Source: an optimization exercise on an open RTL-to-GDS flow (aim: small area). Production flows keep margins and buffers that such runs may drop. In this exercise RTL edits were held to simulation tests only and were not proved equivalent to the original. No activity file was given, so power comes from the tool's default toggle rates.

==> flow/design.v (excerpt) <==
module mips_exec_top (
  input  logic        clock,
  input  logic        reset_n,
  input  logic [5:0]  opc,
  input  logic [5:0]  func,
  input  logic [4:0]  Number1,
  input  logic [4:0]  Number2,
  output logic [31:0] exit
);
export LEC_CHECK = 0
export CAP_MARGIN = 20
export CORE_MARGIN = 2
export CORE_UTILIZATION = 45
export CTS_BUF_LIST = sky130_fd_sc_hd__clkbuf_8
export CTS_CLUSTER_DIAMETER = 45
export CTS_CLUSTER_SIZE = 14
export GPL_TIMING_DRIVEN = 0
export SETUP_SLACK_MARGIN = 0.3
export SLEW_MARGIN = 20
export SYNTH_HIERARCHICAL = 1
create_clock -name core_clock -period 7.0 [get_ports {clock}]
standard.sh (not shown) runs the stock make flow with config.mk's settings and CLKGATE_MAP_FILE= SYNTH_SCRIPT=/design/flow/synth_recipe.tcl, a recipe that flattens the netlist after the stock synthesis.
==> flow/flow/run.sh <==
#!/bin/bash
# Layout flow: the standard ORFS flow (standard.sh, unchanged synthesis)
# with three settings changed: port buffers are buf_4 (instead of the delay
# cells the default choice picks); the resizer may change a gate's drive
# strength across footprints (MATCH_CELL_FOOTPRINT=0), so it can upsize a
# weak gate instead of adding buffers after it; and CTS builds the tree from
# clkbuf_8 in small sink clusters without dummy load cells.
# make's full output goes to flow_make.log in this folder; ORFS keeps each
# tool's own log under orfs/logs/.
set -euo pipefail
bash standard.sh \
  BUFFER_PORTS_ARGS="-buffer_cell sky130_fd_sc_hd__buf_4" \
  MATCH_CELL_FOOTPRINT=0 \
  CTS_ARGS="-sink_clustering_enable -repair_clock_nets -sink_clustering_size 14 -sink_clustering_max_diameter 45 -buf_list sky130_fd_sc_hd__clkbuf_8 -dont_use_dummy_load" \
  finish > flow_make.log 2>&1
Then changed:
==> flow/flow/run.sh (replaced) <==
#!/bin/bash
# Layout flow: the standard ORFS flow (standard.sh, unchanged synthesis),
# with faster port buffers (buf_4 instead of the default delay-cell choice).
# make's full output goes to flow_make.log in this folder; ORFS keeps each
# tool's own log under orfs/logs/.
set -euo pipefail
bash standard.sh \
  BUFFER_PORTS_ARGS="-buffer_cell sky130_fd_sc_hd__buf_4" \
  finish > flow_make.log 2>&1
--- a/flow/config.mk
+++ b/flow/config.mk
@@ -13,5 +13,5 @@
 export CTS_CLUSTER_SIZE = 14
 export GPL_TIMING_DRIVEN = 0
-export SETUP_SLACK_MARGIN = 0.3
+export SETUP_SLACK_MARGIN = 0.2
 export SLEW_MARGIN = 20
 export SYNTH_HIERARCHICAL = 1
Effect: Routed wire length goes up by about 1.1%; synthesized area does not change; die area is unchanged; worst setup slack degrades by 140 ps; total power goes up by about 10%; sequential cell count is unchanged; clock skew goes down by 10 ps; worst hold slack improves by 20 ps; utilization goes up by 0.72 points; global-route usage goes up by 0.38 points.
Then changed:
==> flow/flow/run.sh (replaced) <==
#!/bin/bash
# Layout flow: the standard ORFS flow (standard.sh, unchanged synthesis)
# with two settings changed: port buffers are buf_4 (instead of the delay
# cells the default choice picks), and the resizer may change a gate's drive
# strength across footprints (MATCH_CELL_FOOTPRINT=0), so it can upsize a
# weak gate instead of adding buffers after it.
# make's full output goes to flow_make.log in this folder; ORFS keeps each
# tool's own log under orfs/logs/.
set -euo pipefail
bash standard.sh \
  BUFFER_PORTS_ARGS="-buffer_cell sky130_fd_sc_hd__buf_4" \
  MATCH_CELL_FOOTPRINT=0 \
  finish > flow_make.log 2>&1
--- a/flow/config.mk
+++ b/flow/config.mk
@@ -13,5 +13,5 @@
 export CTS_CLUSTER_SIZE = 14
 export GPL_TIMING_DRIVEN = 0
-export SETUP_SLACK_MARGIN = 0.2
+export SETUP_SLACK_MARGIN = 0.3
 export SLEW_MARGIN = 20
 export SYNTH_HIERARCHICAL = 1
Global-route usage came out lower by 0.24 points.
Register-to-register slack improved by 170 ps.
Hold slack got worse by 19 ps.

---

== rev 12 ==
Starting RTL as in the previous note.
// mips_exec_top
module mips_exec_top (
  input  logic        clock,
  input  logic        reset_n,
  input  logic [5:0]  opc,
  input  logic [5:0]  func,
  input  logic [4:0]  Number1,
  input  logic [4:0]  Number2,
  output logic [31:0] exit
);
  logic [31:0] mem_q [1:31];
  logic [31:1] wr_q;
  logic [31:0] exit_q;
  logic rtype;
  logic c_sub, c_add, c_and, c_or, c_xor, c_nor, c_slt, c_sltu, c_sll, c_srl, c_sra;
  logic valid;
  mips_decode u_decode (
    .opc(opc), .func(func), .rtype(rtype),
    .c_sub(c_sub), .c_add(c_add), .c_and(c_and), .c_or(c_or), .c_xor(c_xor),
    .c_nor(c_nor), .c_slt(c_slt), .c_sltu(c_sltu), .c_sll(c_sll),
    .c_srl(c_srl), .c_sra(c_sra), .valid(valid)
  );
  logic [31:1] eq_a, sel_a, eq_b, sel_b;
  logic        hit_a, hit_b, rt_dp;
  logic [31:0] an, bn, bxn;
  logic [4:0]  fan, fsn, sn, n2n;
  mips_rtype u_rtype (.opc(opc), .y(rt_dp));
  mips_dec u_dec_a (.n(Number1), .wr(wr_q), .eq(eq_a), .sel(sel_a), .hit(hit_a));
  mips_dec u_dec_b (.n(Number2), .wr(wr_q), .eq(eq_b), .sel(sel_b), .hit(hit_b));
  assign fan = ~(Number1 & {5{~hit_a}});
  assign fsn = ~(Number2 & {5{~hit_b}});
  assign n2n = ~Number2;
  for (genvar i = 0; i < 32; i++) begin : g_rd
    logic [30:0] col;
    logic [2:0]  ua, ub;
    for (genvar k = 1; k < 32; k++) begin : g_col
      assign col[k-1] = mem_q[k][i];
    end
    if (i < 5) begin : g_lo
      mips_rdbit_x u_rd_a (.s(sel_a), .d(col), .xn(fan[i]), .u(ua));
      mips_rdbit_x u_rd_b (.s(sel_b), .d(col), .xn(fsn[i]), .u(ub));
      mips_nor3 u_fa (.a(ua[0]), .b(ua[1]), .c(ua[2]), .y(an[i]));
      mips_nor3 u_fs (.a(ub[0]), .b(ub[1]), .c(ub[2]), .y(sn[i]));
      mips_mux2 u_fb (.a(n2n[i]), .b(sn[i]), .s(rt_dp), .y(bn[i]));
  ...
export LEC_CHECK = 0
export CAP_MARGIN = 20
export CORE_MARGIN = 2
export CORE_UTILIZATION = 45
export CTS_BUF_LIST = sky130_fd_sc_hd__clkbuf_8
export CTS_CLUSTER_DIAMETER = 60
export CTS_CLUSTER_SIZE = 20
export GPL_TIMING_DRIVEN = 0
export SETUP_SLACK_MARGIN = 0.3
export SLEW_MARGIN = 20
export SYNTH_HIERARCHICAL = 1
create_clock -name core_clock -period 7.0 [get_ports {clock}]
==> flow/flow/run.sh <==
#!/bin/bash
# Layout flow: the standard ORFS flow (standard.sh, unchanged synthesis)
# with three settings changed: port buffers are buf_4 (instead of the delay
# cells the default choice picks); the resizer may change a gate's drive
# strength across footprints (MATCH_CELL_FOOTPRINT=0), so it can upsize a
# weak gate instead of adding buffers after it; and CTS builds the tree from
# clkbuf_8 in small sink clusters without dummy load cells.
# make's full output goes to flow_make.log in this folder; ORFS keeps each
# tool's own log under orfs/logs/.
set -euo pipefail
bash standard.sh \
  BUFFER_PORTS_ARGS="-buffer_cell sky130_fd_sc_hd__buf_4" \
  MATCH_CELL_FOOTPRINT=0 \
  CTS_ARGS="-sink_clustering_enable -repair_clock_nets -sink_clustering_size 20 -sink_clustering_max_diameter 60 -buf_list sky130_fd_sc_hd__clkbuf_8 -dont_use_dummy_load" \
  finish > flow_make.log 2>&1
Relative to rev 12, the following input files were edited for rev 13:
- PLACE_DENSITY newly set to 0.7
- CTS_CLUSTER_SIZE changed from 20 to 14
- CTS_CLUSTER_DIAMETER changed from 60 to 45
-- flow/flow/run.sh --
<<< rev 12, line 14
  CTS_ARGS="-sink_clustering_enable -repair_clock_nets -sink_clustering_size 20 -sink_clustering_max_diameter 60 -buf_list sky130_fd_sc_hd__clkbuf_8 -dont_use_dummy_load" \
>>> rev 13, line 14
  CTS_ARGS="-sink_clustering_enable -repair_clock_nets -sink_clustering_size 14 -sink_clustering_max_diameter 45 -buf_list sky130_fd_sc_hd__clkbuf_8 -dont_use_dummy_load" \
### Flow results
Rev 13 completed; timing, DRC and antenna clean
Rev 13: proportion of power drawn by combinational gates lower than rev 12
Rev 12 -> rev 13: total count of max-transition violations in the final report delta 0, exact match
Rev 13: count of clock-net buffers in the final layout 30% above rev 12
First-pass GRT wire length went down by a few percent going from rev 12 to rev 13.
When rev 13 is measured against rev 12, its met1 demand-to-capacity share in global routing turns out 0.69 points lower.
Rev 13 vs. rev 12: least setup slack across all paths after layout went down, wire length went down.

separate check: timing with driven ports:
The results above use ideal ports. As a check the final layouts listed here were re-extracted and re-timed, cells and wires unchanged.
Step 1, drivers: a clkbuf_16 drives clock and a buf_2 each remaining input, both assumed.
Step 2 adds t to the input delays and takes it off the output delays; t is the mean of the earliest and latest rising clock arrival at the registers after step 1. Input paths then give back, and output paths get back, about the clock's delay inside the block.
Slacks: ideal ports / drivers / drivers and shift; pairs: ideal ports / drivers.
| run | shift t [ns] | setup WS [ns] | hold slack, ns |
|---|---|---|---|
| the first run of note 1 | 0.855 | 0.261 / 0.301 / -0.554 | 0.479 / 0.479 / 0.479 |
| the second run of note 1 | 0.888 | 0.126 / 0.159 / -0.729 | 0.499 / 0.499 / 0.499 |
| the third run of note 1 | 0.873 | 0.189 / 0.229 / -0.644 | 0.480 / 0.480 / 0.480 |
| rev 12 | 0.816 | 0.236 / 0.276 / -0.540 | 0.488 / 0.488 / 0.488 |
| rev 13 | 0.842 | 0.209 / 0.253 / -0.589 | 0.493 / 0.493 / 0.493 |
Met with ideal ports but missed after step 2: setup timing in every run listed. For the second run of note 1, which loses most, drivers alone change the setup slack by +0.033 ns; drivers and shift together by -0.855 ns.
